This is an optimization exercise on Yosys and OpenROAD, whose aim is small area, a short achievable clock period and few clock cycles per item, not a production implementation. Only simulation tests tie the RTL to the original design; equivalence was not proved. Power and IR drop assume default switching activity.

==> flow/design.v (outline; a module is shown in full before it is edited, if it fits) <==
// module fp_mul_arbiter: 161 lines
// module ready_cell: 13 lines
// module mul24_csn: 1706 lines
// module bsel_cell: 4 lines
// module bsel1_cell: 3 lines
// module gp_cell: 5 lines
// module fa_cell: 4 lines
// module ha_cell: 4 lines
// module xnor_cell: 3 lines
// module or_cell: 3 lines
module fp_mul_arbiter #(
   parameter int unsigned CALC_CYCLES = 1
) (
   input  logic        clk,
   input  logic        rst,
   input  logic        req0_valid,
   input  logic        req1_valid,
   output logic        req0_ready,
   output logic        req1_ready,
   input  logic [31:0] req0_a,
   input  logic [31:0] req0_b,
   input  logic [31:0] req1_a,
   input  logic [31:0] req1_b,
   output logic        rsp_valid,
   input  logic        rsp_ready,
   output logic        rsp_id,
   output logic [31:0] rsp_data,
   output logic        busy
);
  // ...
==> flow/flow/run.sh <==
#!/bin/bash
set -euo pipefail
bash standard.sh "BUFFER_PORTS_ARGS=-buffer_cell sky130_fd_sc_hd__buf_1" SETUP_SLACK_MARGIN=6.0 finish > make.log 2>&1
==> flow/standard.sh <==
#!/bin/bash
# synth_recipe.tcl (not shown) runs the flow's synth.tcl, then flattens the netlist and writes it again
# the make line also repeats each setting of config.mk as NAME=value (left out here)
make -C /OpenROAD-flow-scripts/flow DESIGN_CONFIG=/design/flow/config.mk WORK_HOME=/design/flow/orfs CLKGATE_MAP_FILE= SYNTH_SCRIPT=/design/flow/synth_recipe.tcl "${@:-finish}"
==> flow/config.mk <==
export PLATFORM = sky130hd
export DESIGN_NAME = fp_mul_arbiter
export DESIGN_NICKNAME = fp_mul_arbiter
export VERILOG_FILES = /design/flow/design.v
export SDC_FILE = /design/flow/constraint.sdc
export NUM_CORES = 4
export LEC_CHECK = 0
export CAP_MARGIN = 20
export CORE_MARGIN = 2
export CORE_UTILIZATION = 55
export SETUP_SLACK_MARGIN = 5
export SLEW_MARGIN = 20
export SYNTH_HIERARCHICAL = 1
==> flow/constraint.sdc <==
create_clock -name core_clock -period 11.0 [get_ports {clk}]
set_input_delay 2.2000 -clock core_clock [delete_from_list [all_inputs] [get_ports {clk}]]
set_output_delay 2.2000 -clock core_clock [all_outputs]
set_load 0.01 [all_outputs]
==> flow_summary.ini, run 1 <==
[run_status]
status = no timing/DRC/antenna violations

[pwr]
p_clk_share_pct = 6.1
p_switching_w = 0.004777
p_int_w = 0.004879
seqPwrFrac_pct = 13.6
sw_frac_of_total_pct = 49.47
leakagePower_nw = 8.981

[sta]
worstMarginPinSlew_ns = 0.9815
fin_ws_ns = 6.020
hold_ws_ns = 0.4102
timing.slew.headroom_pct = 34.35

[clock_network]
numCtsBuffers = 17
root_buffer = clkbuf_16
postCtsHoldBufs = 0

[critical_path]
cp_num_buf_inv = 2
crit_cells = 3
cp_max_fo = 4
worstPathArrival_ns = 2.78
rr_worst_depth = 13

[drt]
route.top_layer_used = met4
drc_errors = 0
drt_iter0_markers = 1681

[hold_path]
hp-start = esa_q[8]

[global_route]
grt_pass1_vias = 20423
grtUsageMet3_pct = 8.040
busiest_layer = met2

[layout]
final_core_util_pct = 58.53
largestRegisters = dr_q (32), cbn_q (26), sbn_q (26)
final_common_cell = nand2_1
clkbuf_count = 17
top_register = dr_q
nFillCells = 3899

[synth]
avgSynthCellArea_um2 = 9.992

[place]
dp_slack_ns = 5.360
Testbench counts, summed over its fixed seeds: cycles 3,224, items 3,200.
==> run 2, diff against run 1 <==
--- a/flow/config.mk
+++ b/flow/config.mk
@@ -7,7 +7,7 @@
 export LEC_CHECK = 0
 export CAP_MARGIN = 20
 export CORE_MARGIN = 2
-export CORE_UTILIZATION = 55
+export CORE_UTILIZATION = 50
 export SETUP_SLACK_MARGIN = 5
 export SLEW_MARGIN = 20
 export SYNTH_HIERARCHICAL = 1
==> flow_summary.ini, run 2 <==
[floorplanning]
start_util_pct = 50.45
die-area_um2 = 50870
fp.dieW_um = 225.5
ios = 170
core_area_um2 = 48650
die_h_um = 225.5
rows = 81

[clock_network]
numCtsBuffers = 17
cts_tree = done
clk_latency_ns = 0.48
postCtsHoldBufs = 0
clk_pin_slew_ns = 0.07
root_buffer = clkbuf_16
numClockSinks = 165
h-tree-depth = 4
cts_buffer_depth = 2

[layout]
diodes = 0
nFillCells = 4371
multiInputGateArea_um2 = 18120
design.final.nets = 3188
largestRegisters = dr_q (32), cbn_q (26), sbn_q (26)
fin_cells = 3164
drive_above_1_share_pct = 6.845
largest_register_ffs = 32
area_delta_synth_final_pct = 5.940
final_cell_mix = nand2_1, fa_1, buf_1
register_area_um2 = 4915
top_register = dr_q
final_common_cell = nand2_1

[sta]
period_share_pct = 44.74
worstMarginPinSlew_ns = 1.029
max_freq_mhz = 203.2
tns_ns = 0
hold_ws_ns = 0.4179
setup_viol = 0
timing.slew.headroom_pct = 31.18
final_hold_viol_count = 0
finalClockSkew_ns = 0.02163
slew_violations = 0
rsz0062_at_grt = false
period_minus_slack_ns = 4.922

[drt]
ant_nets = 0
avgRoutedWirePerCell_um = 22.68
drt_iter0_markers = 1561
drt-total-wl_um = 71750
drc_errors = 0
via_per_inst = 5.939
dr.pass1.iters = 6
vias = 18790

[pwr]
p_clk_share_pct = 6.5
leakagePower_nw = 9.061
power_density_nw_per_um2 = 377.9
seqPwrFrac_pct = 13.4
p_int_w = 0.004957
sw_frac_of_total_pct = 49.55
p_switching_w = 0.004869
comb_power_share_pct = 80.0
ir_drop_mv = 0.2516

[hold_path]
hold_class = flip-flop to flip-flop

[critical_path]
crit_chain = buf_1 > a221oi_2 > buf_2
worstPathArrival_ns = 2.72
cp_num_buf_inv = 2
crit_family = buffers and inverters
cp_slowest_cell = a221oi_2
start_kind = primary input
critPathRequiredTime_ns = 8.80
critPathCaptureType = output pin
crit_type = primary input to output pin
cp_slowest_stage_delay_ns = 0.19
cp_max_fo = 6

[synth]
synthCells = 2456
ys_warn_count = 7
netlist_area_um2 = 24540
avgSynthCellArea_um2 = 9.992

[place]
place.detailed.hpwl_um = 50250
dpl.cell_count = 3108
gp_congestion = 0.9081
port_buffers = 169

[global_route]
grt_max_degree = 69
grt_first_pass_wirelength_um = 111900
antenna_found_initial = 0
grt-ovfl-total = 0
grt_pass1_vias = 20106
grt_use_total_pct = 29.36

[run_status]
status = no timing/DRC/antenna violations

[job]
cap_viol_max_count = 0
==> run 2: cell types whose count changed in the layout (fill, tap and decap cells not counted), moves of 2 or more <==
cell / delta
a221oi_2: +2
buf_12: +3
buf_4: -5
buf_6: +8
bufinv_16: +2
clkinv_1: -2
clkinv_2: +2
clkinvlp_4: -2
diode_2: -2
inv_2: +2
xnor2_1: -2
xnor2_2: +2
==> run 2: cell type report <==
class                           instances  area share [%]
Tap cell                              622           2.993
Inverter                               68          0.9818
Timing Repair Buffer                  240           5.077
Clock buffer                           17           1.636
Clock inverter                         15          0.7267
Multi-Input combinational cell       2037           69.68
Sequential cell                       165           18.90
==> run 2: final timing paths <==
check | startpoint | endpoint | slack, ns | depth (start not counted)
setup / recovery | rst | req1_ready | 6.08 | 3
setup reg to reg | fa_q[10] | cib_q | 6.16 | 14
hold / removal | esa_q[4] | esb_q[4] | 0.42 | 0
hold reg to reg | esa_q[4] | esb_q[4] | 0.42 | 0
==> run 2: what timing repair did <==
| action | 4_1_cts | 5_1_grt |
|---|---|---|
| endpoints found under the setup margin | 40 | 38 |
| pin swaps | 2 | 8 |
| setup buffers | 8 | 15 |
| gates resized for setup | 10 | 26 |
| cloned | 1 | 0 |
==> run 2: layer usage <==
metal  up-vias  track usage (%)  share of wire (%)
met2       965            47.28                 47
met3       150            8.879                9.3
li1       8115                -                  -
met1      9560            38.55                 41
met5         -                0                  0
met4         0            8.524                2.7
==> run 2: per-stage QoR <==
stage / setup WS (ns) / total power (W) / cell area, um^2 / utilization [%]
finish: 6.078 / 0.009826 / 26000 / 53.44
global route: 6.001 / 0.01080 / 26000 / 53.44
CTS: 5.998 / 0.009715 / 25700 / 52.83
detailed placement: 5.339 / 0.008949 / 24950 / 51.29
global placement: 5.490 / 0.008802 / 24950 / 51.29
floorplan: 6.143 / 0.008213 / 24550 / -
==> run 2: power groups by stage <==
stage | Clock (W) | Combinational, W | Sequential [W]
2_1_floorplan | 0 | 0.00689 | 0.00132
3_3_place_gp | 0 | 0.00746 | 0.00134
3_5_place_dp | 0 | 0.00760 | 0.00135
4_1_cts | 0.000660 | 0.00772 | 0.00133
5_1_grt | 0.000682 | 0.00878 | 0.00134
6_report | 0.000644 | 0.00786 | 0.00132
==> run 3, diff against run 2 <==
--- a/flow/config.mk
+++ b/flow/config.mk
@@ -8,6 +8,7 @@
 export CAP_MARGIN = 20
 export CORE_MARGIN = 2
 export CORE_UTILIZATION = 50
+export CTS_BUF_LIST = sky130_fd_sc_hd__clkbuf_8
 export SETUP_SLACK_MARGIN = 5
 export SLEW_MARGIN = 20
 export SYNTH_HIERARCHICAL = 1
==> flow_summary.ini, run 3 <==
[run_status]
status = no timing/DRC/antenna violations

[critical_path]
worstReg2RegStart = fa_q[10]
worstPathArrival_ns = 2.72
cp_max_fo = 6
rr_worst_depth = 13
start_kind = primary input
critPathRequiredTime_ns = 8.80
crit_start = rst
crit_type = primary input to output pin
critPathCaptureType = output pin

[pwr]
p_int_w = 0.004820
power_density_nw_per_um2 = 375.3
seqPwrFrac_pct = 13.6
ir_drop_mv = 0.2549
sw_frac_of_total_pct = 50.22
p_switching_w = 0.004863
p_clk_share_pct = 5.0
leakagePower_nw = 8.963
comb_power_share_pct = 81.3

[sta]
period_share_pct = 44.75
period_minus_slack_ns = 4.922
max_freq_mhz = 203.2
rsz0062_at_grt = false
finalClockSkew_ns = 0.03568
worstMarginPinSlew_ns = 1.009
final_hold_viol_count = 0
tns_ns = 0
timing.slew.headroom_pct = 32.49
slew_violations = 0
setup_viol = 0

[global_route]
antenna_found_initial = 0
grt_pass1_vias = 20033
grt_use_total_pct = 29.28
grt-ovfl-total = 0
grt_max_degree = 69
grt_first_pass_wirelength_um = 111700

[layout]
diodes = 0
drive_above_1_share_pct = 6.887
design.final.nets = 3187
final_common_cell = nand2_1
final_core_util_pct = 53.03
area_delta_synth_final_pct = 5.124
nFillCells = 4387
final_cell_mix = nand2_1, fa_1, buf_1
largestRegisters = dr_q (32), cbn_q (26), sbn_q (26)
largest_register_ffs = 32
design_area_um2 = 25800
top_register = dr_q

[floorplanning]
start_util_pct = 50.45
ios = 170
fp.dieW_um = 225.5
core_area_um2 = 48650
rows = 81
die-area_um2 = 50870
die_h_um = 225.5

[drt]
drc_errors = 0
dr.pass1.iters = 6
via_per_inst = 5.940
drt_iter0_markers = 1405
vias = 18787
avgRoutedWirePerCell_um = 22.67
ant_nets = 0
drt-total-wl_um = 71700

[place]
place.detailed.hpwl_um = 50250
port_buffers = 169
post_dp_cell_area_um2 = 24950
gp_congestion = 0.9081

[synth]
netlist_area_um2 = 24540
ys_warn_count = 7
synthCells = 2456
avgSynthCellArea_um2 = 9.992

[hold_path]
holdPathStages = 0
hp-start = esa_q[4]
hold_class = flip-flop to flip-flop

[clock_network]
h-tree-depth = 4
root_buffer = clkbuf_8
clk_pin_slew_ns = 0.09
cts_tree = done
postCtsHoldBufs = 0
numClockSinks = 165
clk_latency_ns = 0.53
numCtsBuffers = 17
cts_buffer_depth = 2

[job]
cap_viol_max_count = 0
==> run 3: cell types whose count changed in the layout (fill, tap and decap cells not counted), sizes merged <==
| cell | change |
|---|---|
| buf | -2 |
| clkbuf | +1 |
==> run 3: area by class of cell <==
type / count / area [um^2] / area share, %
Multi-Input combinational cell: 2037 / 18130 / 70.28
Tap cell: 622 / 778.2 / 3.017
Inverter: 68 / 255.2 / 0.9894
Sequential cell: 165 / 4915 / 19.05
Clock buffer: 17 / 234.0 / 0.9069
Timing Repair Buffer: 239 / 1295 / 5.020
Clock inverter: 15 / 188.9 / 0.7323
==> run 3: power groups by stage <==
stage	combinational [W]	sequential [W]	clock [W]
after floorplan	0.00689	0.00132	0
after global placement	0.00746	0.00134	0
after detailed placement	0.00760	0.00135	0
after CTS	0.00772	0.00132	0.000507
after global routing	0.00878	0.00134	0.000530
final	0.00788	0.00132	0.000489
==> run 3: repair_timing <==
item                                    in CTS  in global routing
buffers inserted                             8                 14
pin swaps                                    1                  9
gates cloned                                 0                  1
endpoints found under the setup margin      40                 29
gates resized for setup                      9                 28
==> run 3: stage by stage <==
stage	power [W]	hold slack (ns)	cells	setup WS [ns]
floorplan	0.008213	0.4003	2458	6.143
global placement	0.008802	0.4009	3108	5.490
detailed placement	0.008949	0.4052	3108	5.339
CTS	0.009555	0.4292	3148	5.998
global route	0.01065	0.4297	3163	5.996
finish	0.009683	0.4250	3163	6.078
==> run 3: per-layer routing <==
layer	global-route usage (%)	routed length (um)	vias up
li1	-	-	8102
met1	38.74	28990	9540
met2	47.49	33860	1006
met3	7.979	6961	139
met4	8.502	1895	0
met5	0	0	-
==> run 3: critical path: stages <==
cell and delay [ns]:
buf_1 0.16, a221oi_2 0.19, buf_2 0.17
==> run 3: worst paths after layout <==
check / slack, ns / end
worst min-delay path: 0.43 / esb_q[4]
worst max register to register: 6.16 / cib_q
worst max-delay path: 6.08 / req1_ready
worst min register to register: 0.43 / esb_q[4]
==> run 4, diff against run 3 <==
--- a/flow/config.mk
+++ b/flow/config.mk
@@ -7,7 +7,7 @@
 export LEC_CHECK = 0
 export CAP_MARGIN = 20
 export CORE_MARGIN = 2
-export CORE_UTILIZATION = 50
+export CORE_UTILIZATION = 55
 export CTS_BUF_LIST = sky130_fd_sc_hd__clkbuf_8
 export SETUP_SLACK_MARGIN = 5
 export SLEW_MARGIN = 20
==> flow_summary.ini, run 4 <==
[drt]
drt-total-wl_um = 73230
drt_iter0_markers = 1728
via_per_inst = 6.050
dr.pass1.iters = 7
avgRoutedWirePerCell_um = 23.39
vias = 18943
drc_errors = 0
ant_nets = 0

[floorplanning]
ios = 170
die-area_um2 = 46330
start_util_pct = 55.62
die_h_um = 215.2
core_area_um2 = 44120
rows = 77
fp.dieW_um = 215.2

[pwr]
leakagePower_nw = 8.881
comb_power_share_pct = 81.6
power_density_nw_per_um2 = 371.3
seqPwrFrac_pct = 13.7
p_clk_share_pct = 4.7
p_switching_w = 0.004757
p_int_w = 0.004748
ir_drop_mv = 0.3962
sw_frac_of_total_pct = 50.05

[global_route]
grt-ovfl-total = 0
grt_first_pass_wirelength_um = 114400
grt_pass1_vias = 20366
antenna_found_initial = 4
grt_max_degree = 69
grt_use_total_pct = 32.64

[place]
place.detailed.hpwl_um = 51340
port_buffers = 169
gp_congestion = 0.9137
post_dp_cell_area_um2 = 24960

[layout]
final_cell_mix = nand2_1, fa_1, buf_1
register_area_um2 = 4915
top_register = dr_q
multiInputGateArea_um2 = 18090
design_area_um2 = 25600
drive_above_1_share_pct = 6.464
largestRegisters = dr_q (32), cbn_q (26), sbn_q (26)
final_core_util_pct = 58.02
largest_register_ffs = 32
final_common_cell = nand2_1
area_delta_synth_final_pct = 4.318
design.final.nets = 3184
nFillCells = 3927

[sta]
rsz0062_at_grt = false
slew_violations = 0
setup_viol = 0
finalClockSkew_ns = 0.02838
timing.slew.headroom_pct = 34.59
tns_ns = 0
max_freq_mhz = 201.1
worstMarginPinSlew_ns = 0.9778
period_minus_slack_ns = 4.973
period_share_pct = 45.21
final_hold_viol_count = 0

[run_status]
status = no timing/DRC/antenna violations

[critical_path]
critPathRequiredTime_ns = 8.80
crit_start = req1_valid
cp_slowest_stage_delay_ns = 0.26
start_kind = primary input
worstReg2RegStart = fa_q[8]
worstPathArrival_ns = 2.77
cp_num_buf_inv = 2
crit_chain = buf_2 > a221oi_4 > buf_2
crit_type = primary input to output pin
crit_family = buffers and inverters
critPathCaptureType = output pin
cp_slowest_cell = a221oi_4
cp_common_cell = buf_2
cp_max_fo = 4

[clock_network]
root_buffer = clkbuf_8
postCtsHoldBufs = 0
h-tree-depth = 4
numCtsBuffers = 17
cts_buffer_depth = 2
clk_pin_slew_ns = 0.09
cts_tree = done
clk_latency_ns = 0.54
numClockSinks = 165

[synth]
avgSynthCellArea_um2 = 9.992
ys_warn_count = 7
netlist_area_um2 = 24540
synthCells = 2456

[hold_path]
hold_class = flip-flop to flip-flop
hp-start = esa_q[8]

[job]
cap_viol_max_count = 0
run 4: metrics by stage:
stage          std cells  hold WS [ns]  setup WS (ns)  power, W
2_1_floorplan       2458        0.4003          6.143  0.008213
3_3_place_gp        3081        0.4013          5.370  0.008784
3_5_place_dp        3083        0.4054          5.360  0.008932
4_1_cts             3119        0.4101          6.004  0.009504
5_1_grt             3131        0.4301          6.004   0.01051
6_report            3131        0.4099          6.027  0.009504
run 4: worst paths after layout:
kind / endpoint / slack [ns] / cells past startpoint
min reg2reg: esb_q[8] / 0.41 / 0
min: esb_q[8] / 0.41 / 0
max reg2reg: cib_q / 6.13 / 14
max: req0_ready / 6.03 / 3
run 4: power groups by stage:
| stage | registers [W] | clock network, W | logic (W) |
|---|---|---|---|
| after floorplan | 0.00132 | 0 | 0.00689 |
| after global placement | 0.00133 | 0 | 0.00745 |
| after detailed placement | 0.00133 | 0 | 0.00760 |
| after CTS | 0.00132 | 0.000459 | 0.00773 |
| after global routing | 0.00133 | 0.000484 | 0.00870 |
| final | 0.00131 | 0.000442 | 0.00776 |
run 4: cell type report:
| type | instances | share of cell area [%] |
|---|---|---|
| sequential | 165 | 19.20 |
| multi-input combinational | 2037 | 70.67 |
| timing repair buffer | 236 | 4.751 |
| inverter | 68 | 1.007 |
| clock inverter | 14 | 0.5474 |
| tap | 592 | 2.893 |
| antenna | 2 | 0.01955 |
| clock buffer | 17 | 0.9139 |
run 4: timing repair:
item                                    in CTS  in global routing
cloned                                       1                  0
pin swaps                                    3                  7
endpoints found under the setup margin      33                 39
gates resized for setup                     18                  9
buffers inserted                             4                 10
run 4: metal layers:
layer	GRT usage (%)	up-vias	wire (um)
met5	0	-	13
met4	11.68	2	2681
met3	8.535	184	7718
met2	52.70	1189	34520
met1	42.84	9450	28300
li1	-	8118	-
==> run 5, diff against run 4 <==
==> flow/flow/run.sh (replaced) <==
#!/bin/bash
set -euo pipefail
bash standard.sh "BUFFER_PORTS_ARGS=-buffer_cell sky130_fd_sc_hd__buf_1" SETUP_SLACK_MARGIN=6.0 \
  "CTS_ARGS=-sink_clustering_enable -repair_clock_nets -buf_list sky130_fd_sc_hd__clkbuf_8 -dont_use_dummy_load" \
  finish > make.log 2>&1
==> flow_summary.ini, run 5 <==
[pwr]
p_clk_share_pct = 3.7
leakagePower_nw = 8.816
seqPwrFrac_pct = 13.9
sw_frac_of_total_pct = 50.10
power_density_nw_per_um2 = 370.0
ir_drop_mv = 0.3988
fin_total_pwr_w = 0.009417
p_switching_w = 0.004718
comb_power_share_pct = 82.5
p_int_w = 0.004699

[critical_path]
worstReg2RegStart = fa_q[3]
cp_slowest_cell = a221oi_4
rr_worst_depth = 14
crit_chain = buf_2 > a221oi_4 > buf_2
crit_type = primary input to output pin
r2r-end = cib_q
critPathRequiredTime_ns = 8.80
crit_cells = 3
worstPathArrival_ns = 2.78
crit_family = buffers and inverters
cp_common_cell = buf_2
cp_num_buf_inv = 2
critPathCaptureType = output pin
cp_max_fo = 4
start_kind = primary input
ff2ff_setup_slack_ns = 6.11
cp_slowest_stage_delay_ns = 0.26

[synth]
synthCells = 2456
avgSynthCellArea_um2 = 9.992
ys_warn_count = 7
netlist_area_um2 = 24540

[sta]
fin_ws_ns = 6.017
timing.slew.headroom_pct = 34.72
worstMarginPinSlew_ns = 0.9758
period_minus_slack_ns = 4.983
hold_ws_ns = 0.4001
tns_ns = 0
final_hold_viol_count = 0
rsz0062_at_grt = false
finalClockSkew_ns = 0.03868
max_freq_mhz = 200.7
slew_violations = 0
setup_viol = 0
period_share_pct = 45.30

[drt]
dr.pass1.iters = 7
drt_iter0_markers = 1744
avgRoutedWirePerCell_um = 23.47
drc_errors = 0
vias = 18924
ant_nets = 0
drt-total-wl_um = 73140
via_per_inst = 6.073

[layout]
drive_above_1_share_pct = 5.948
largest_register_ffs = 32
final_common_cell = nand2_1
design_area_um2 = 25450
area_delta_synth_final_pct = 3.701
design.final.nets = 3183
register_area_um2 = 4915
multiInputGateArea_um2 = 18090
largestRegisters = dr_q (32), cbn_q (26), sbn_q (26)
final_cell_mix = nand2_1, fa_1, buf_1
top_register = dr_q
nFillCells = 3928

[clock_network]
cts_tree = done
clk_pin_slew_ns = 0.08
cts_buffer_depth = 2
numClockSinks = 165
clk_latency_ns = 0.54
numCtsBuffers = 17
h-tree-depth = 4
root_buffer = clkbuf_8

[hold_path]
holdPathStages = 0
min_to = esb_q[8]
hp-start = esa_q[8]
hold_class = flip-flop to flip-flop

[global_route]
grt-ovfl-total = 0
grt_pass1_vias = 20321
grt_max_degree = 69
antenna_found_initial = 3
grt_first_pass_wirelength_um = 114200
grt_use_total_pct = 32.57

[job]
cap_viol_max_count = 0

[floorplanning]
fp.dieW_um = 215.2
ios = 170
start_util_pct = 55.62
die-area_um2 = 46330
die_h_um = 215.2
rows = 77
core_area_um2 = 44120

[run_status]
status = no timing/DRC/antenna violations

[place]
gp_congestion = 0.9137
place.detailed.hpwl_um = 51340
post_dp_cell_area_um2 = 24960
dp_slack_ns = 5.360
port_buffers = 169
## run 5: through the flow
step                std cells  utilization [%]
floorplan                2458                -
global placement         3081            56.52
detailed placement       3083            56.58
CTS                      3105            57.40
global route             3116            57.68
finish                   3116            57.68
## run 5: final cells by class
class                      instances  area share (%)
timing repair buffer             235           4.735
clock buffer                      17          0.9194
sequential                       165           19.31
inverter                          68           1.013
multi-input combinational       2037           71.09
tap                              592           2.911
antenna                            2         0.01967
## run 5: worst max path at each step
stage                    start         end  slack (ns)
global route             cib_q    dr_q[16]        6.00
global placement         cib_q     dr_q[9]        5.37
CTS                  rsp_ready  req0_ready        6.00
finish              req1_valid  req0_ready        6.02
detailed placement       cib_q    dr_q[16]        5.36
floorplan            rsp_ready    cbn_q[0]        6.14
## run 5: power by group through the flow
stage	registers [W]	clock network [W]	logic (W)
finish	0.00131	0.000344	0.00777
global route	0.00133	0.000381	0.00870
CTS	0.00132	0.000360	0.00773
detailed placement	0.00133	0	0.00760
global placement	0.00133	0	0.00745
floorplan	0.00132	0	0.00689
## run 5: what timing repair did
item,4_1_cts,5_1_grt
pin swaps,3,7
gates resized for setup,18,8
hold buffers,0,0
setup endpoints to repair,33,38
gates cloned,1,0
setup buffers,4,9
## run 5: routing by layer
layer,global-route usage [%],up-vias,share of wire [%]
met4,11.82,0,3.8
li1,-,8096,-
met5,0,-,0
met2,52.74,1121,47
met1,42.74,9526,39
met3,8.224,181,10
==> run 6, diff against run 5 <==
--- a/flow/config.mk
+++ b/flow/config.mk
@@ -7,7 +7,7 @@
 export LEC_CHECK = 0
 export CAP_MARGIN = 20
 export CORE_MARGIN = 2
-export CORE_UTILIZATION = 55
+export CORE_UTILIZATION = 50
 export CTS_BUF_LIST = sky130_fd_sc_hd__clkbuf_8
 export SETUP_SLACK_MARGIN = 5
 export SLEW_MARGIN = 20
==> flow_summary.ini, run 6 <==
[layout]
largestRegisters = dr_q (32), cbn_q (26), sbn_q (26)
area_delta_synth_final_pct = 4.344
top_register = dr_q
diodes = 0
nFillCells = 4411
design.final.nets = 3186
fin_cells = 3147
largest_register_ffs = 32
drive_above_1_share_pct = 6.257
final_common_cell = nand2_1
final_cell_mix = nand2_1, fa_1, buf_1

[pwr]
leakagePower_nw = 8.870
p_clk_share_pct = 3.7
sw_frac_of_total_pct = 50.36
fin_total_pwr_w = 0.009509
ir_drop_mv = 0.2561
comb_power_share_pct = 82.5
power_density_nw_per_um2 = 371.4
seqPwrFrac_pct = 13.9
p_int_w = 0.004720
p_switching_w = 0.004789

[global_route]
grt-ovfl-total = 0
grt_first_pass_wirelength_um = 111400
grt_max_degree = 69
grt_use_total_pct = 29.21
grt_pass1_vias = 20050
antenna_found_initial = 0

[clock_network]
numClockSinks = 165
cts_buffer_depth = 2
clk_pin_slew_ns = 0.08
cts_tree = done
h-tree-depth = 4
clk_latency_ns = 0.51
numCtsBuffers = 17
postCtsHoldBufs = 0
root_buffer = clkbuf_8

[critical_path]
critPathRequiredTime_ns = 8.80
worstPathArrival_ns = 2.72
crit_type = primary input to output pin
start_kind = primary input
cp_max_fo = 6
critPathCaptureType = output pin

[sta]
setup_viol = 0
timing.slew.headroom_pct = 32.91
period_minus_slack_ns = 4.920
hold_ws_ns = 0.4144
max_freq_mhz = 203.2
final_hold_viol_count = 0
period_share_pct = 44.73
finalClockSkew_ns = 0.03654
slew_violations = 0
tns_ns = 0
rsz0062_at_grt = false
fin_ws_ns = 6.080
worstMarginPinSlew_ns = 1.003

[floorplanning]
fp.dieW_um = 225.5
ios = 170
core_area_um2 = 48650
die-area_um2 = 50870
rows = 81
start_util_pct = 50.45
die_h_um = 225.5

[synth]
ys_warn_count = 7
synthCells = 2456
avgSynthCellArea_um2 = 9.992
netlist_area_um2 = 24540

[hold_path]
hold_class = flip-flop to flip-flop

[drt]
drc_errors = 0
drt-total-wl_um = 71450
ant_nets = 0
avgRoutedWirePerCell_um = 22.70
drt_iter0_markers = 1564
via_per_inst = 5.958
dr.pass1.iters = 6
vias = 18750

[job]
cap_viol_max_count = 0

[run_status]
status = no timing/DRC/antenna violations

[place]
dpl.cell_count = 3108
gp_congestion = 0.9081
dp_slack_ns = 5.339
place.detailed.hpwl_um = 50250
port_buffers = 169
run 6: worst paths after layout:
path | from | endpoint | slack [ns] | cells after the start
setup / recovery | rst | req1_ready | 6.08 | 3
hold / removal | esa_q[3] | esb_q[3] | 0.41 | 0
setup reg to reg | fa_q[12] | cib_q | 6.15 | 13
hold reg to reg | esa_q[3] | esb_q[3] | 0.41 | 0
run 6: critical path, cell delays in order:
cell,delay (ns)
buf_1,0.16
a221oi_2,0.19
buf_2,0.17
run 6: layer usage:
| layer | up-vias | part of all wire, % | GRT usage (%) |
|---|---|---|---|
| met4 | 0 | 2.7 | 8.374 |
| li1 | 8089 | - | - |
| met1 | 9536 | 40 | 38.46 |
| met5 | - | 0 | 0 |
| met3 | 151 | 9.8 | 8.240 |
| met2 | 974 | 47 | 47.45 |
run 6: stage by stage:
step | utilization, % | cell area [um^2]
2_1_floorplan | - | 24550
3_3_place_gp | 51.29 | 24950
3_5_place_dp | 51.29 | 24950
4_1_cts | 52.04 | 25320
5_1_grt | 52.64 | 25610
6_report | 52.64 | 25610
run 6: power groups by stage:
stage / Clock, W / Combinational, W / Sequential [W]
final: 0.000348 / 0.00784 / 0.00132
after global placement: 0 / 0.00746 / 0.00134
after global routing: 0.000381 / 0.00877 / 0.00134
after floorplan: 0 / 0.00689 / 0.00132
after CTS: 0.000362 / 0.00772 / 0.00133
after detailed placement: 0 / 0.00760 / 0.00135
run 6: area by class of cell:
cell class / count / area, um^2 / share of cell area [%]
sequential: 165 / 4915 / 19.19
inverter: 68 / 255.2 / 0.9968
tap: 622 / 778.2 / 3.039
multi-input combinational: 2037 / 18120 / 70.78
timing repair buffer: 238 / 1300 / 5.077
clock buffer: 17 / 234.0 / 0.9137
run 6: timing repair:
item	CTS	global route
gates cloned	0	1
setup endpoints to repair	40	30
setup buffers	8	13
pin swaps	1	8
hold endpoints to repair	0	0
gates resized for setup	8	32

-- separate check: timing with driven ports --
The results above use ideal ports. As a check the final layouts listed here were re-extracted and re-timed, cells and wires unchanged.
Step 1: set_driving_cell puts a clkbuf_16 on clk and a buf_2 on each other input, an assumption about the parent block.
Step 2 times the ports against the registers' clock, not the clock port: input delays grow and output delays shrink by t, the midpoint of the rising clock arrivals with the driver on.
Three values: no drivers, after step 1, after step 2; two values: the first two.
run	t, ns	slack for setup (ns)	worst setup path at the end
run 1	0.522	6.020 / 5.937 / 5.800	input to register
run 2	0.518	6.078 / 6.045 / 5.814	input to register
run 3	0.558	6.078 / 6.047 / 5.823	input to register
run 4	0.585	6.027 / 5.943 / 5.780	input to register
run 5	0.571	6.017 / 5.934 / 5.767	input to register
run 6	0.543	6.080 / 6.046 / 5.845	input to register
After both steps setup and hold are still met in every run listed. The setup slack of run 2, which loses most, moves by -0.033 ns with the drivers and by -0.264 ns with both steps.
